From an optimization exercise on the open Yosys and OpenROAD flow, aimed at small area and a short achievable clock period; shortcuts taken in it are not production practice.
Power and IR drop assume default switching activity.

== green ==
## lru_replace_ctrl
module lru_replace_ctrl #(
    parameter int WAYS  = lru_pkg::WAYS,
    parameter int IDX_W = lru_pkg::IDX_W
) (
    input  logic             clk,
    input  logic             rst,
    input  logic             i_req_valid,
    output logic             o_req_ready,
    input  logic [IDX_W-1:0] i_req_addr_7,
    input  logic [WAYS-1:0]  i_req_match_8,
    output logic [IDX_W-1:0] o_lru_addr_7,
    output logic [WAYS-1:0]  o_lru_hit_way_8,
    output logic             o_lru_hit_sig,
    output logic             o_lru_update,
    input  logic [WAYS-1:0]  i_lru_flag_8,
    output logic             o_refill_valid,
    output logic [WAYS-1:0]  o_refill_way_8,
    output logic [IDX_W-1:0] o_refill_addr_7,
    input  logic             i_refill_done,
    output logic             o_resp_valid,
    output logic             o_resp_hit,
    output logic [WAYS-1:0]  o_resp_way_8,
    input  logic             i_resp_ready,
    output logic             o_multi_hit_err
);
Size: ~490 flip-flops, roughly 73 I/O pins, ~0.016 mm² of cells after synthesis.
==> flow/config.mk <==
export PLATFORM = sky130hd
export DESIGN_NAME = lru_replace_ctrl
export DESIGN_NICKNAME = lru_replace_ctrl
export VERILOG_FILES = /design/flow/design.v
export SDC_FILE = /design/flow/constraint.sdc
export NUM_CORES = 4
export LEC_CHECK = 0
export ABC_AREA = 1
export CAP_MARGIN = 20
export CORE_MARGIN = 2
export CORE_UTILIZATION = 35
export CTS_CLUSTER_DIAMETER = 100
export CTS_CLUSTER_SIZE = 30
export SETUP_SLACK_MARGIN = 4.4
export SLEW_MARGIN = 20
==> flow/constraint.sdc <==
create_clock -name core_clock -period 8.0 [get_ports {clk}]
set_input_delay 1.6000 -clock core_clock [delete_from_list [all_inputs] [get_ports {clk}]]
set_output_delay 1.6000 -clock core_clock [all_outputs]
set_load 0.01 [all_outputs]
standard.sh (not shown) runs the stock make flow with config.mk's settings and CLKGATE_MAP_FILE= SYNTH_SCRIPT=/design/flow/synth_recipe.tcl, a recipe that flattens the netlist after the stock synthesis.
==> flow/flow/run.sh <==
#!/bin/bash
# The standard layout (the standard.sh, standard synthesis included),
# with the port buffers made of plain buffers and timing repair allowed to
# change a cell's footprint when it resizes it.
bash standard.sh MATCH_CELL_FOOTPRINT=0 "BUFFER_PORTS_ARGS=-buffer_cell sky130_fd_sc_hd__buf_2" finish > standard.log 2>&1
#### Input delta (red over green)
- SETUP_SLACK_MARGIN changed from 4.4 to 4
Findings:
No run among green and red stopped early or left any final violation; all are clean.
The run with more setup slack is green; red has less.
Weighted congestion at the end of routability-driven global placement in red vs green: down 0.020
Any difference in final-layout clock-cell area share between red and green is small enough to ignore.
Routed wire length is lower on red
No run of this note included a check of the RTL's function; only the layout flow was run.

---

lru_replace_ctrl, a different RTL version from the one above (not shown whole).
For scale: ~1,800 cells after synthesis, roughly 500 flip-flops, about 73 I/O pins, about 17,000 um2 of cells after synthesis.
clock: 8.0 ns
lec_check: 0
abc_area: 1
cap_margin: 20
core_margin: 2
core_utilization: 35
cts_cluster_diameter: 100
cts_cluster_size: 30
setup_slack_margin: 4.3
slew_margin: 20
Scripts as last shown in full above: flow/flow/run.sh
Then changed:
Settings changed: SETUP_SLACK_MARGIN 4.3 to 4.6.
What happened: Clock-buffer cell count stays the same. Clock skew came out higher by 3.9 ps. Final area came out higher by about 0.9%. Sequential cell count does not change. Sequential power stays flat. Utilization came out higher by 0.35 points. Power came out higher by 0.38%.
Then changed:
==> flow/flow/run.sh (replaced) <==
#!/bin/bash
# The standard layout (standard.sh, its synthesis script included) with
# three changes:
#  - ABC maps the logic with flow/abc_area.script (ABC_AREA is 1), an
#    area-recovering mapping, in place of ORFS's abc_area.script; the flow
#    scripts are otherwise ORFS's own, copied unchanged;
#  - the port buffers are plain buffers;
#  - timing repair may change a cell's footprint when it resizes it.
set -e
rm -rf scripts_abc
cp -r "$FLOW_HOME/scripts" scripts_abc
cp flow/abc_area.script scripts_abc/abc_area.script
bash standard.sh SCRIPTS_DIR="$PWD/scripts_abc" MATCH_CELL_FOOTPRINT=0 \
    "BUFFER_PORTS_ARGS=-buffer_cell sky130_fd_sc_hd__buf_2" finish > standard.log 2>&1
==> flow/flow/abc_area.script (new file) <==
&get -n
&st
&dch
&nf -R 1000
&put
topo
stime -c
buffer -c
upsize -c
dnsize -c
The changed run finished clean.
Fmax climbs by 0.49%.
Setup slack improved by 17 ps.
Final cell count falls by about 18%.
Wire length falls by about 15%.
Critical path depth falls by 6.
Clock power is about the same.
Design area is lower by about 5%.
Total power climbs by 5.2%.
Register-to-register slack stays flat.
Area after synthesis fell by 6.0%.
Combinational power rose by 24%.
Function was not checked in any run of this note: the RTL went through the layout flow alone.

[static timing again, ports no longer ideal]
The flow's constraints put no driver on any port. The routed layouts listed below were extracted and timed again, unchanged, in two steps.
Step 1: set_driving_cell puts a clkbuf_16 on clk and a buf_2 on each other input, an assumption about the parent block.
Step 2 adds t to the input delays and takes it off the output delays; t is the mean of the earliest and latest rising clock arrival at the registers after step 1. Input paths then give back, and output paths get back, about the clock's delay inside the block.
a / b / c = ideal / step 1 / step 2; a / b = the first two.
| run | t (ns) | slack for setup (ns) | worst setup path at the end | pins driven straight from the clock port |
|---|---|---|---|---|
| green | 0.608 | 4.079 / 4.024 / 3.972 | input to register | 1 |
| red | 0.596 | 4.043 / 3.990 / 4.006 | input to register | 1 |
| the first run of note 2 | 0.604 | 4.328 / 4.274 / 3.989 | input to register | 1 |
| the second run of note 2 | 0.601 | 4.499 / 4.448 / 4.182 | input to register | 1 |
| the third run of note 2 | 0.594 | 4.517 / 4.486 / 4.156 | input to register | 1 |
After both steps every run listed still meets setup and hold. For the third run of note 2, which loses most, drivers alone change the setup slack by -0.031 ns; drivers and shift together by -0.361 ns.
